Background: an optimization exercise with open tools, aiming at small area. Do not read the settings as production practice. Function was checked by simulation only, so behaviour that the tests miss may differ from the original. Power is estimated from default activity; no workload was simulated.

## video_overlay
module video_overlay (
	input wire logic clk,
	input wire logic rst,
	input wire logic [1:0] switches,
	input wire track_pkg::buttons_t buttons,
	input wire video_pkg::raster_t raster,
	input wire video_pkg::rgb666_t pixel_in,
	input wire video_pkg::hsv_t hsv_in,
	input wire track_pkg::pos_t com_pos,
	input wire track_pkg::pos_t light_pos,
	input wire logic com_ready,
	output video_pkg::rgb666_t pixel_out,
	output logic hsync_out,
	output logic vsync_out,
	output logic blank_out,
	output track_pkg::readout_t readout
);
	video_pkg::overlay_mode_e mode;
	logic track_en;
	wire track_pkg::buttons_t buttons_db;
	track_pkg::pos_t cursor;
	track_pkg::pos_t com_latched;
	video_pkg::raster_t raster_pipe;
	video_pkg::raster_t raster_del;
	assign mode = video_pkg::overlay_mode_e'(switches);
	assign track_en = switches[0];
	logic [2:0] step_cnt;
	logic [1:0] age;
	logic del_valid;
	always_ff @(posedge clk) begin
		if (rst) begin
			step_cnt <= '0;
			age <= '0;
		end else begin
			step_cnt <= step_cnt + 1'b1;
			if ((&step_cnt) && !(&age)) age <= age + 1'b1;
		end
	end
	assign del_valid = (&age) | (age[1] & step_cnt[2] & step_cnt[1]);
	for (genvar i = 0; i < 4; i++) begin : g_db
		debounce u_debounce (
			.clk(clk),
			.rst(rst),
			.raw(buttons[i]),
			.clean(buttons_db[i])
		);
	end
	cursor_mover u_cursor_mover (
		.clk(clk),
		.rst(rst),
		.step(step_cnt == '0),
		.buttons(buttons_db),
		.cursor(cursor)
	);
	sync_delay u_sync_delay (
		.clk(clk),
		.raster(raster),
		.raster_del(raster_pipe)
	);
	assign raster_del = raster_pipe & {24{del_valid}};
	overlay_mixer u_overlay_mixer (
		.clk(clk),
		.rst(rst),
		.mode(mode),
		.raster(raster),
		.syncs_del(raster_del[2:0]),
		.pixel_in(pixel_in),
		.hsv_in(hsv_in),
		.com_pos(com_pos),
		.light_pos(light_pos),
		.cursor(cursor),
		.com_ready(com_ready),
		.pixel_out(pixel_out),
		.hsync_out(hsync_out),
		.vsync_out(vsync_out),
		.blank_out(blank_out),
		.com_latched(com_latched)
	);
	readout_latch u_readout_latch (
  ...
clock: 6.0 ns
lec_check: 0
abc_area: 1
cap_margin: 20
core_margin: 2
core_utilization: 40
slew_margin: 20
standard.sh (not shown) runs the stock make flow with config.mk's settings and CLKGATE_MAP_FILE= SYNTH_SCRIPT=/design/flow/synth_recipe.tcl, a recipe that flattens the netlist after the stock synthesis.
==> flow/flow/run.sh <==
#!/bin/bash
# standard layout, with minimum-size port buffers and a leaner clock tree
set -euo pipefail
export BUFFER_PORTS_ARGS="-buffer_cell sky130_fd_sc_hd__buf_1"
export CTS_ARGS="-sink_clustering_enable -repair_clock_nets -dont_use_dummy_load -buf_list sky130_fd_sc_hd__clkbuf_16 -sink_clustering_size 30 -sink_clustering_max_diameter 60"
bash standard.sh > standard_flow.log 2>&1
Rerun with:
==> flow/flow/run.sh (replaced) <==
#!/bin/bash
# standard layout, with minimum-size port buffers and a leaner clock tree
set -euo pipefail
export BUFFER_PORTS_ARGS="-buffer_cell sky130_fd_sc_hd__buf_1"
export CTS_ARGS="-sink_clustering_enable -repair_clock_nets -dont_use_dummy_load -buf_list sky130_fd_sc_hd__clkbuf_4 -sink_clustering_size 12 -sink_clustering_max_diameter 40"
bash standard.sh > standard_flow.log 2>&1
--- a/flow/config.mk
+++ b/flow/config.mk
@@ -6,7 +6,6 @@
 export NUM_CORES = 4
 export LEC_CHECK = 0
-export ABC_AREA = 1
 export CAP_MARGIN = 20
 export CORE_MARGIN = 2
-export CORE_UTILIZATION = 40
+export CORE_UTILIZATION = 70
 export SLEW_MARGIN = 20
Setup slack got worse by 0.87 ns.
Power drops by a little under a tenth.
Core utilization rose by 31 points.
Clock-buffer cell count is higher by 32.
Cell area came out lower by a few percent.
Via count shrinks slightly.
Rerun with:
==> flow/flow/run.sh (replaced) <==
#!/bin/bash
# standard layout, with minimum-size port buffers and a leaner clock tree
set -euo pipefail
export BUFFER_PORTS_ARGS="-buffer_cell sky130_fd_sc_hd__buf_1"
export CTS_ARGS="-sink_clustering_enable -repair_clock_nets -dont_use_dummy_load -buf_list sky130_fd_sc_hd__clkbuf_8 -sink_clustering_size 20 -sink_clustering_max_diameter 50"
bash standard.sh > standard_flow.log 2>&1
--- a/flow/config.mk
+++ b/flow/config.mk
@@ -6,6 +6,7 @@
 export NUM_CORES = 4
 export LEC_CHECK = 0
+export ABC_AREA = 1
 export CAP_MARGIN = 20
 export CORE_MARGIN = 2
-export CORE_UTILIZATION = 70
+export CORE_UTILIZATION = 40
 export SLEW_MARGIN = 20
- The new run completed without violations
- cell area rose by 2.7%
- combinational power rose by 9.8%
- synthesized cell count rose by 15%
- register-to-register slack improves by 0.69 ns
- core utilization fell by 32 points
- worst hold slack improves by 0.0047 ns
Rerun with:
==> flow/run.sh (new file) <==
#!/bin/bash
# synth_recipe.tcl (not shown) runs the flow's synth.tcl, then flattens the netlist and writes it again
# the make line also repeats each setting of config.mk as NAME=value (left out here)
make -C /OpenROAD-flow-scripts/flow DESIGN_CONFIG=/design/flow/config.mk WORK_HOME=/design/flow/orfs CLKGATE_MAP_FILE= SYNTH_SCRIPT=/design/flow/synth_recipe.tcl finish
--- a/flow/config.mk
+++ b/flow/config.mk
@@ -6,5 +6,4 @@
 export NUM_CORES = 4
 export LEC_CHECK = 0
-export ABC_AREA = 1
 export CAP_MARGIN = 20
 export CORE_MARGIN = 2
removed: flow/flow/run.sh
removed: flow/standard.sh
=> Non-clock buffer count increases by 3; clock skew shrinks by 0.064 ns; maximum frequency falls by a quarter to a third; global-route usage went up by 0.22 points.
Rerun with:
==> flow/flow/run.sh (new file) <==
#!/bin/bash
# standard layout, with minimum-size port buffers and a leaner clock tree
set -euo pipefail
export BUFFER_PORTS_ARGS="-buffer_cell sky130_fd_sc_hd__buf_1"
export CTS_ARGS="-sink_clustering_enable -repair_clock_nets -dont_use_dummy_load -buf_list sky130_fd_sc_hd__clkbuf_4 -sink_clustering_size 12 -sink_clustering_max_diameter 40"
bash standard.sh > standard_flow.log 2>&1
==> flow/standard.sh (new file) <==
#!/bin/bash
# synth_recipe.tcl (not shown) runs the flow's synth.tcl, then flattens the netlist and writes it again
# the make line also repeats each setting of config.mk as NAME=value (left out here)
make -C /OpenROAD-flow-scripts/flow DESIGN_CONFIG=/design/flow/config.mk WORK_HOME=/design/flow/orfs CLKGATE_MAP_FILE= SYNTH_SCRIPT=/design/flow/synth_recipe.tcl "${@:-finish}"
removed: flow/run.sh
Effect: The changed run ran to the end with no violations; area after synthesis does not change; final area decreases by roughly a tenth; power came out lower by a quarter to a third; clock skew rises by 0.044 ns; via count decreases slightly.
Rerun with:
==> flow/run.sh (new file) <==
#!/bin/bash
# synth_recipe.tcl (not shown) runs the flow's synth.tcl, then flattens the netlist and writes it again
# the make line also repeats each setting of config.mk as NAME=value (left out here)
make -C /OpenROAD-flow-scripts/flow DESIGN_CONFIG=/design/flow/config.mk WORK_HOME=/design/flow/orfs CLKGATE_MAP_FILE= SYNTH_SCRIPT=/design/flow/synth_recipe.tcl finish
--- a/flow/config.mk
+++ b/flow/config.mk
@@ -9,3 +9,4 @@
 export CORE_MARGIN = 2
 export CORE_UTILIZATION = 40
+export CTS_BUF_LIST = sky130_fd_sc_hd__clkbuf_4 sky130_fd_sc_hd__clkbuf_2
 export SLEW_MARGIN = 20
removed: flow/flow/run.sh
removed: flow/standard.sh
Cell count rose by a little under a tenth.
Via count rose by a few percent.
Routed wire length rose by a few percent.

---

Another version of the RTL of video_overlay (not shown whole).
Size in the first run: about 1,200 cells after synthesis, about 0.016 mm2 of cells after synthesis.
export LEC_CHECK = 0
export CAP_MARGIN = 20
export CORE_MARGIN = 2
export CORE_UTILIZATION = 70
export SLEW_MARGIN = 20
create_clock -name core_clock -period 6.0 [get_ports {clk}]
==> flow/flow/run.sh <==
#!/bin/bash
# The standard layout (standard.sh) with three changes: an area-oriented ABC script in
# synthesis, minimum-size port buffers, and a clock tree of small buffers without dummy loads.
# The tools' output goes to standard_flow.log here; ORFS keeps each step's log under orfs/logs.
set -euo pipefail
W=$(pwd)
export FLOW_WORK=$W
export FLOW_ABC_SCRIPT=$W/flow/abc_area.script
export BUFFER_PORTS_ARGS="-buffer_cell sky130_fd_sc_hd__buf_1"
export CTS_ARGS="-sink_clustering_enable -repair_clock_nets -dont_use_dummy_load -buf_list sky130_fd_sc_hd__clkbuf_4 -sink_clustering_buffer sky130_fd_sc_hd__clkbuf_8 -sink_clustering_size 22 -sink_clustering_max_diameter 40"
bash standard.sh SYNTH_SCRIPT=$W/flow/synth.tcl finish > standard_flow.log 2>&1
==> flow/flow/abc_area.script <==
&get -n
&st
&dch
&nf -R 1000 -p
&put
==> flow/flow/synth.tcl <==
# The standard synthesis (synth_recipe.tcl) with one change: ABC maps with
# flow/abc_area.script, an area-oriented script, instead of ORFS's speed script.
# Flip-flops are mapped before ABC runs, so the registers are the standard ones.
proc abc {args} {
  set i [lsearch -exact $args -script]
  if {$i >= 0} {
    lset args [expr {$i + 1}] $::env(FLOW_ABC_SCRIPT)
  }
  yosys abc {*}$args
}
source $::env(FLOW_WORK)/synth_recipe.tcl
The starting point produced a clean layout.
Then changed:
--- a/flow/flow/run.sh
+++ b/flow/flow/run.sh
@@ -8,4 +8,4 @@
 export FLOW_ABC_SCRIPT=$W/flow/abc_area.script
 export BUFFER_PORTS_ARGS="-buffer_cell sky130_fd_sc_hd__buf_1"
-export CTS_ARGS="-sink_clustering_enable -repair_clock_nets -dont_use_dummy_load -buf_list sky130_fd_sc_hd__clkbuf_4 -sink_clustering_buffer sky130_fd_sc_hd__clkbuf_8 -sink_clustering_size 22 -sink_clustering_max_diameter 40"
+export CTS_ARGS="-sink_clustering_enable -repair_clock_nets -dont_use_dummy_load -buf_list sky130_fd_sc_hd__clkbuf_4 -sink_clustering_size 11 -sink_clustering_max_diameter 40"
 bash standard.sh SYNTH_SCRIPT=$W/flow/synth.tcl finish > standard_flow.log 2>&1
--- a/flow/config.mk
+++ b/flow/config.mk
@@ -8,4 +8,4 @@
 export CAP_MARGIN = 20
 export CORE_MARGIN = 2
-export CORE_UTILIZATION = 70
+export CORE_UTILIZATION = 80
 export SLEW_MARGIN = 20
Combinational power climbs by roughly a tenth.
Cell count grows slightly.
Fmax decreases by a few percent.
Then changed:
--- a/flow/flow/run.sh
+++ b/flow/flow/run.sh
@@ -8,4 +8,4 @@
 export FLOW_ABC_SCRIPT=$W/flow/abc_area.script
 export BUFFER_PORTS_ARGS="-buffer_cell sky130_fd_sc_hd__buf_1"
-export CTS_ARGS="-sink_clustering_enable -repair_clock_nets -dont_use_dummy_load -buf_list sky130_fd_sc_hd__clkbuf_4 -sink_clustering_size 11 -sink_clustering_max_diameter 40"
+export CTS_ARGS="-sink_clustering_enable -repair_clock_nets -dont_use_dummy_load -buf_list sky130_fd_sc_hd__clkbuf_4 -sink_clustering_size 10 -sink_clustering_max_diameter 40"
 bash standard.sh SYNTH_SCRIPT=$W/flow/synth.tcl finish > standard_flow.log 2>&1
--- a/flow/config.mk
+++ b/flow/config.mk
@@ -8,4 +8,4 @@
 export CAP_MARGIN = 20
 export CORE_MARGIN = 2
-export CORE_UTILIZATION = 80
+export CORE_UTILIZATION = 70
 export SLEW_MARGIN = 20
Result: Total power shrinks slightly; worst setup slack improved by 0.37 ns; sequential share of layout area drops by 0.23 points; final cell count increases slightly; maximum frequency climbs by a little under a tenth; count of clock-buffer cells in the layout climbs by 6; register-to-register slack improved by 0.23 ns; hold slack degrades by 0.017 ns; die area rose by roughly a tenth.
Then changed:
--- a/flow/flow/run.sh
+++ b/flow/flow/run.sh
@@ -8,4 +8,4 @@
 export FLOW_ABC_SCRIPT=$W/flow/abc_area.script
 export BUFFER_PORTS_ARGS="-buffer_cell sky130_fd_sc_hd__buf_1"
-export CTS_ARGS="-sink_clustering_enable -repair_clock_nets -dont_use_dummy_load -buf_list sky130_fd_sc_hd__clkbuf_4 -sink_clustering_size 10 -sink_clustering_max_diameter 40"
+export CTS_ARGS="-sink_clustering_enable -repair_clock_nets -dont_use_dummy_load -buf_list sky130_fd_sc_hd__clkbuf_4 -sink_clustering_size 11 -sink_clustering_max_diameter 40"
 bash standard.sh SYNTH_SCRIPT=$W/flow/synth.tcl finish > standard_flow.log 2>&1
--- a/flow/config.mk
+++ b/flow/config.mk
@@ -8,4 +8,4 @@
 export CAP_MARGIN = 20
 export CORE_MARGIN = 2
-export CORE_UTILIZATION = 70
+export CORE_UTILIZATION = 60
 export SLEW_MARGIN = 20
After rerunning:
- final cell count climbs by 3.1%
- count of clock-buffer cells in the layout drops by 3
- power drops by 0.53%
- setup slack improved by 0.022 ns
- routed wire length drops by 3.7%
- flip-flop and latch count is unchanged
Then changed:
--- a/flow/flow/run.sh
+++ b/flow/flow/run.sh
@@ -8,4 +8,4 @@
 export FLOW_ABC_SCRIPT=$W/flow/abc_area.script
 export BUFFER_PORTS_ARGS="-buffer_cell sky130_fd_sc_hd__buf_1"
-export CTS_ARGS="-sink_clustering_enable -repair_clock_nets -dont_use_dummy_load -buf_list sky130_fd_sc_hd__clkbuf_4 -sink_clustering_size 11 -sink_clustering_max_diameter 40"
+export CTS_ARGS="-sink_clustering_enable -repair_clock_nets -dont_use_dummy_load -buf_list sky130_fd_sc_hd__clkbuf_4 -sink_clustering_size 12 -sink_clustering_max_diameter 30"
 bash standard.sh SYNTH_SCRIPT=$W/flow/synth.tcl finish > standard_flow.log 2>&1
--- a/flow/config.mk
+++ b/flow/config.mk
@@ -8,4 +8,4 @@
 export CAP_MARGIN = 20
 export CORE_MARGIN = 2
-export CORE_UTILIZATION = 60
+export CORE_UTILIZATION = 70
 export SLEW_MARGIN = 20
=> The changed run completed with no timing, DRC or antenna violations. Utilization came out higher by 12 points. Sequential power is about the same. Routed wire length came out higher by a few percent. Design area stays flat. Die area came out lower by roughly a tenth. Clock-buffer cell count came out higher by 8. Clock power came out higher by a few percent. Register-to-register slack loses 0.02 ns. Worst setup slack loses 0.017 ns.
Then changed:
--- a/flow/flow/run.sh
+++ b/flow/flow/run.sh
@@ -8,4 +8,4 @@
 export FLOW_ABC_SCRIPT=$W/flow/abc_area.script
 export BUFFER_PORTS_ARGS="-buffer_cell sky130_fd_sc_hd__buf_1"
-export CTS_ARGS="-sink_clustering_enable -repair_clock_nets -dont_use_dummy_load -buf_list sky130_fd_sc_hd__clkbuf_4 -sink_clustering_size 12 -sink_clustering_max_diameter 30"
+export CTS_ARGS="-sink_clustering_enable -repair_clock_nets -dont_use_dummy_load -buf_list sky130_fd_sc_hd__clkbuf_4 -sink_clustering_size 11 -sink_clustering_max_diameter 40"
 bash standard.sh SYNTH_SCRIPT=$W/flow/synth.tcl finish > standard_flow.log 2>&1
=> Fmax is lower by 0.35%. Total power is lower by 1.1%. Flip-flop and latch count does not change. Worst hold slack improved by 0.020 ns. Setup slack gets worse by 0.016 ns. Non-clock buffer count stays the same. Clock skew falls by 0.0071 ns. Clock-buffer cell count goes down by 11.

port drivers added, routing unchanged:
The flow's constraints put no driver on any port. The routed layouts listed below were extracted and timed again, unchanged, in two steps.
Step 1: set_driving_cell puts a clkbuf_16 on clk and a buf_2 on each other input, an assumption about the parent block.
Step 2 moves the port delays by t, midway between the first and last clock arrival at a register: inputs arrive t later, outputs are due t later. That takes back most of the time a late clock gives input paths.
Slacks: ideal / step 1 / step 2; pairs: ideal / step 1.
run	t, ns	slack for setup (ns)	latest minus earliest clock arrival (ns)
the first run of note 1	0.594	2.479 / 2.508 / 1.914	0.072 / 0.072
the second run of note 1	0.712	1.608 / 1.634 / 0.922	0.111 / 0.112
the third run of note 1	0.650	2.579 / 2.604 / 1.954	0.093 / 0.093
the fourth run of note 1	0.655	1.123 / 1.150 / 0.495	0.027 / 0.027
the fifth run of note 1	0.812	1.745 / 1.773 / 0.961	0.105 / 0.105
the sixth run of note 1	0.895	1.368 / 1.392 / 0.497	0.049 / 0.049
the first run of note 2	0.736	1.347 / 1.347 / 0.962	0.109 / 0.108
the second run of note 2	0.723	1.003 / 1.022 / 0.300	0.085 / 0.085
the third run of note 2	0.694	1.374 / 1.374 / 0.924	0.081 / 0.081
the fourth run of note 2	0.708	1.396 / 1.396 / 0.974	0.084 / 0.084
the fifth run of note 2	0.698	1.379 / 1.379 / 0.892	0.093 / 0.092
the sixth run of note 2	0.688	1.363 / 1.363 / 0.909	0.091 / 0.091
After both steps setup and hold are still met in every run listed. The setup slack of the sixth run of note 1, which loses most, moves by +0.024 ns with the drivers and by -0.871 ns with both steps.
